This is an optimization exercise on Yosys and OpenROAD, whose aim is small area, not a production implementation.
Function was checked by simulation only, so behaviour that the tests miss may differ from the original.
Power is estimated from default activity; no workload was simulated.

==> flow/design.v (excerpt) <==
module mips_register_file #(
  parameter int DATA_W = mips_pkg::DATA_W,
  parameter int ADDR_W = mips_pkg::REG_ADDR_W,
  parameter int NUM_REGS = mips_pkg::NUM_REGS
) (
  input  logic              clk,
  input  logic              rst_n,
  input  logic              reg_write,
  input  logic [ADDR_W-1:0] read_reg1,
  input  logic [ADDR_W-1:0] read_reg2,
  input  logic [ADDR_W-1:0] write_reg,
  input  logic [DATA_W-1:0] write_data,
  output logic [DATA_W-1:0] read_data1,
  output logic [DATA_W-1:0] read_data2
);
  logic [NUM_REGS-1:1][DATA_W-1:0] regs;
  logic [NUM_REGS-1:1][DATA_W-1:0] nxt;
  logic [NUM_REGS-1:1] valid;
  logic [NUM_REGS-1:1] we, we_n;
  for (genvar i = 1; i < NUM_REGS; i++) begin : g_reg
    assign we[i] = reg_write && write_reg == ADDR_W'(i);
    assign we_n[i] = !we[i];
    for (genvar b = 0; b < DATA_W; b++) begin : g_bit
      rf_ao22 u_hold (.a1(we[i]), .a2(write_data[b]), .b1(we_n[i]), .b2(regs[i][b]), .y(nxt[i][b]));
    end
    always_ff @(posedge clk) regs[i] <= nxt[i];
  end
  always_ff @(posedge clk or negedge rst_n)
    if (!rst_n) valid <= '0;
    else valid <= valid | we;
  for (genvar p = 0; p < 2; p++) begin : g_port
    logic [ADDR_W-1:0] ra;
    logic [NUM_REGS-1:1] sel;
    logic [DATA_W-1:0] rd;
    assign ra = (p == 0) ? read_reg1 : read_reg2;
    for (genvar i = 1; i < NUM_REGS; i++) begin : g_sel
      assign sel[i] = valid[i] && ra == ADDR_W'(i);
    end
    for (genvar b = 0; b < DATA_W; b++) begin : g_bit
      logic [10:0] t_n;   
      logic [2:0] t;      
      for (genvar g = 0; g < 10; g++) begin : g_grp
        rf_aoi222 u_g (.a1(sel[3*g+1]), .a2(regs[3*g+1][b]),
  ...
export LEC_CHECK = 0
export CAP_MARGIN = 20
export CORE_MARGIN = 2
export CORE_UTILIZATION = 40
export CTS_BUF_LIST = sky130_fd_sc_hd__clkbuf_16
export CTS_CLUSTER_DIAMETER = 50
export CTS_CLUSTER_SIZE = 25
export SETUP_SLACK_MARGIN = 0.1
export SLEW_MARGIN = 20
export SYNTH_HIERARCHICAL = 1
create_clock -name core_clock -period 6.0 [get_ports {clk}]
run.sh (not shown) runs the stock make flow with config.mk's settings and CLKGATE_MAP_FILE= SYNTH_SCRIPT=/design/flow/synth_recipe.tcl, a recipe that flattens the netlist after the stock synthesis.
The starting point passed the timing, DRC and antenna checks.
Change:
Settings changed: CTS_BUF_LIST sky130_fd_sc_hd__clkbuf_16 to unset, CTS_CLUSTER_DIAMETER 50 to unset, CTS_CLUSTER_SIZE 25 to unset, SETUP_SLACK_MARGIN 0.1 to unset.
With this change the flow finished but failed the layout checks on negative setup slack.
Non-clock buffer count stays the same.
Hold slack loses 0.0086 ns.
Count of clock-buffer cells in the layout is higher by 31.
Via count hardly moves.
Change:
==> flow/flow/run.sh (new file) <==
#!/bin/bash
# Layout flow: the standard ORFS flow (standard.sh, unchanged synthesis), with two
# changes: the ports are buffered with buf_2 cells instead of the resizer's default pick,
# and the clock tree is built from clkbuf_16 clusters of up to 25 flip-flops without
# dummy loads. Each tool's log stays under orfs/logs; make's own output goes to make.log.
set -euo pipefail
export BUFFER_PORTS_ARGS="-buffer_cell sky130_fd_sc_hd__buf_2"
export CTS_ARGS="-sink_clustering_enable -repair_clock_nets -dont_use_dummy_load -buf_list sky130_fd_sc_hd__clkbuf_16 -sink_clustering_size 25 -sink_clustering_max_diameter 50"
bash standard.sh > make.log 2>&1
==> flow/standard.sh (new file) <==
#!/bin/bash
# synth_recipe.tcl (not shown) runs the flow's synth.tcl, then flattens the netlist and writes it again
# the make line also repeats each setting of config.mk as NAME=value (left out here)
make -C /OpenROAD-flow-scripts/flow DESIGN_CONFIG=/design/flow/config.mk WORK_HOME=/design/flow/orfs CLKGATE_MAP_FILE= SYNTH_SCRIPT=/design/flow/synth_recipe.tcl "${@:-finish}"
Settings changed: SETUP_SLACK_MARGIN set to 0.1.
removed: flow/run.sh
=> The new run completed without violations; clock power went down by 17%; die area does not change; sequential share of layout area went up by 2.6 points; global-route usage went up by 0.25 points; sequential power barely changes.


The RTL this note starts from:
==> flow/design.v <==
package mips_pkg;
  localparam int DATA_W = 32;
  localparam int REG_ADDR_W = 5;
  localparam int NUM_REGS = 32;
  typedef logic [DATA_W-1:0] word_t;
  typedef logic [REG_ADDR_W-1:0] reg_idx_t;
  localparam reg_idx_t REG_ZERO = 5'd0;
  localparam reg_idx_t REG_SP = 5'd29;
  localparam reg_idx_t REG_RA = 5'd31;
endpackage
module mux2_32
#(
  parameter int W = mips_pkg::DATA_W
) (
  input  logic         sel,
  input  logic [W-1:0] a,
  input  logic [W-1:0] b,
  output logic [W-1:0] y
);
  assign y = sel ? b : a;
endmodule
module rf_ao22 (
  input  logic a1, a2, b1, b2,
  output logic y
);
  assign y = (a1 & a2) | (b1 & b2);
endmodule
module rf_aoi22 (
  input  logic a1, a2, b1, b2,
  output logic y
);
  assign y = ~((a1 & a2) | (b1 & b2));
endmodule
module rf_aoi222 (
  input  logic a1, a2, b1, b2, c1, c2,
  output logic y
);
  assign y = ~((a1 & a2) | (b1 & b2) | (c1 & c2));
endmodule
module rf_nand2 (
  input  logic a, b,
  output logic y
);
  assign y = ~(a & b);
endmodule
module rf_nand3 (
  input  logic a, b, c,
  output logic y
);
  assign y = ~(a & b & c);
endmodule
module rf_nand4 (
  input  logic a, b, c, d,
  output logic y
);
  assign y = ~(a & b & c & d);
endmodule
module rf_or3 (
  input  logic a, b, c,
  output logic y
);
  assign y = a | b | c;
endmodule
module reg32_en
#(
  parameter int W = mips_pkg::DATA_W
) (
  input  logic         clk,
  input  logic         rst_n,
  input  logic         en,
  input  logic [W-1:0] d,
  output logic [W-1:0] q
);
  always_ff @(posedge clk or negedge rst_n)
    if (!rst_n) q <= '0;
    else if (en) q <= d;
endmodule
module mips_register_file #(
  parameter int DATA_W = mips_pkg::DATA_W,
  parameter int ADDR_W = mips_pkg::REG_ADDR_W,
  parameter int NUM_REGS = mips_pkg::NUM_REGS
) (
  input  logic              clk,
  input  logic              rst_n,
  input  logic              reg_write,
  input  logic [ADDR_W-1:0] read_reg1,
  input  logic [ADDR_W-1:0] read_reg2,
  input  logic [ADDR_W-1:0] write_reg,
  input  logic [DATA_W-1:0] write_data,
  output logic [DATA_W-1:0] read_data1,
  output logic [DATA_W-1:0] read_data2
);
  logic [NUM_REGS-1:1][DATA_W-1:0] regs;
  logic [NUM_REGS-1:1][DATA_W-1:0] nxt;
  logic [NUM_REGS-1:1] valid;
  logic [NUM_REGS-1:1] we, we_n;
  for (genvar i = 1; i < NUM_REGS; i++) begin : g_reg
    assign we[i] = reg_write && write_reg == ADDR_W'(i);
    assign we_n[i] = !we[i];
    for (genvar b = 0; b < DATA_W; b++) begin : g_bit
      rf_ao22 u_hold (.a1(we[i]), .a2(write_data[b]), .b1(we_n[i]), .b2(regs[i][b]), .y(nxt[i][b]));
    end
    always_ff @(posedge clk) regs[i] <= nxt[i];
  end
  always_ff @(posedge clk or negedge rst_n)
    if (!rst_n) valid <= '0;
    else valid <= valid | we;
  for (genvar p = 0; p < 2; p++) begin : g_port
    logic [ADDR_W-1:0] ra;
    logic [NUM_REGS-1:1] sel;
    logic [DATA_W-1:0] rd;
    assign ra = (p == 0) ? read_reg1 : read_reg2;
    for (genvar i = 1; i < NUM_REGS; i++) begin : g_sel
      assign sel[i] = valid[i] && ra == ADDR_W'(i);
    end
    for (genvar b = 0; b < DATA_W; b++) begin : g_bit
      logic [10:0] t_n;   
      logic [2:0] t;      
      for (genvar g = 0; g < 10; g++) begin : g_grp
        rf_aoi222 u_g (.a1(sel[3*g+1]), .a2(regs[3*g+1][b]),
                       .b1(sel[3*g+2]), .b2(regs[3*g+2][b]),
                       .c1(sel[3*g+3]), .c2(regs[3*g+3][b]), .y(t_n[g]));
      end
      rf_nand2 u_g31 (.a(sel[31]), .b(regs[31][b]), .y(t_n[10]));
      rf_nand4 u_n0 (.a(t_n[0]), .b(t_n[1]), .c(t_n[2]), .d(t_n[3]), .y(t[0]));
      rf_nand4 u_n1 (.a(t_n[4]), .b(t_n[5]), .c(t_n[6]), .d(t_n[7]), .y(t[1]));
      rf_nand3 u_n2 (.a(t_n[8]), .b(t_n[9]), .c(t_n[10]), .y(t[2]));
      rf_or3 u_o (.a(t[0]), .b(t[1]), .c(t[2]), .y(rd[b]));
    end
    if (p == 0) begin : g_o1
      assign read_data1 = rd;
    end else begin : g_o2
      assign read_data2 = rd;
    end
  end
endmodule
Settings: LEC_CHECK=0, CAP_MARGIN=20, CORE_MARGIN=2, CORE_UTILIZATION=40, SLEW_MARGIN=20, SYNTH_HIERARCHICAL=1; clock period 6.0 ns.
standard.sh (not shown) runs the stock make flow with config.mk's settings and CLKGATE_MAP_FILE= SYNTH_SCRIPT=/design/flow/synth_recipe.tcl, a recipe that flattens the netlist after the stock synthesis.
==> flow/flow/run.sh <==
#!/bin/bash
# Layout flow: the standard ORFS flow (standard.sh, unchanged synthesis), with two
# changes: the ports are buffered with buf_1 cells instead of the resizer's default pick,
# and the clock tree is built from clkbuf_8 clusters of up to 16 flip-flops without
# dummy loads. Each tool's log stays under orfs/logs; make's own output goes to make.log.
set -euo pipefail
export BUFFER_PORTS_ARGS="-buffer_cell sky130_fd_sc_hd__buf_1"
export CTS_ARGS="-sink_clustering_enable -repair_clock_nets -dont_use_dummy_load -buf_list sky130_fd_sc_hd__clkbuf_8 -sink_clustering_size 16 -sink_clustering_max_diameter 70"
bash standard.sh > make.log 2>&1
The first run finished with timing, DRC and antenna clean.
Change:
==> flow/flow/run.sh (replaced) <==
#!/bin/bash
# Layout flow: the standard ORFS flow (standard.sh, unchanged synthesis), with two
# changes: the ports are buffered with buf_2 cells instead of the resizer's default pick,
# and the clock tree is built from clkbuf_4 clusters of up to 9 flip-flops without
# dummy loads. Each tool's log stays under orfs/logs; make's own output goes to make.log.
set -euo pipefail
export BUFFER_PORTS_ARGS="-buffer_cell sky130_fd_sc_hd__buf_2"
export CTS_ARGS="-sink_clustering_enable -repair_clock_nets -dont_use_dummy_load -buf_list sky130_fd_sc_hd__clkbuf_4 -sink_clustering_size 9 -sink_clustering_max_diameter 60"
bash standard.sh > make.log 2>&1
- SETUP_SLACK_MARGIN: unset -> 0.1
What happened: The new run went through all stages and came out clean. Count of clock-buffer cells in the layout rose by 58. Final cell count barely changes. Fmax is higher by 3.8%. Non-clock buffer count falls by 49. First-iteration DRC count decreases by 2.0%.

-- what the ideal ports hide --
In the flow no input, the clock included, has a driving cell. The finished layouts below were timed again as built, in two steps. Step 1 (the two cells are an assumption about what drives the block):
set clk [get_ports {clk}]
set_driving_cell -lib_cell sky130_fd_sc_hd__clkbuf_16 $clk
set_driving_cell -lib_cell sky130_fd_sc_hd__buf_2 [delete_from_list [all_inputs] $clk]
Step 2, shift: input delay + t, output delay - t, t = (earliest + latest rising clock arrival at the registers) / 2. This alone moves slack from input paths to output paths. Slacks: ideal ports / drivers / drivers and shift; pairs: ideal ports / drivers.
run | shift t [ns] | setup WS [ns] | hold WS [ns] | worst register clock-pin slew, ns
the first run of note 1 | 0.762 | 0.059 / 0.024 / 0.024 | 0.480 / 0.480 / 0.480 | 0.10 / 0.10
the second run of note 1 | 0.738 | -0.044 / -0.065 / -0.065 | 0.471 / 0.471 / 0.471 | 0.07 / 0.07
the third run of note 1 | 0.732 | 0.681 / 0.646 / 0.646 | 0.481 / 0.481 / 0.481 | 0.08 / 0.08
the first run of note 2 | 0.798 | 0.524 / 0.493 / 0.493 | 0.489 / 0.489 / 0.489 | 0.12 / 0.12
the second run of note 2 | 1.139 | 0.725 / 0.691 / 0.691 | 0.173 / 0.136 / 0.488 | 0.12 / 0.12
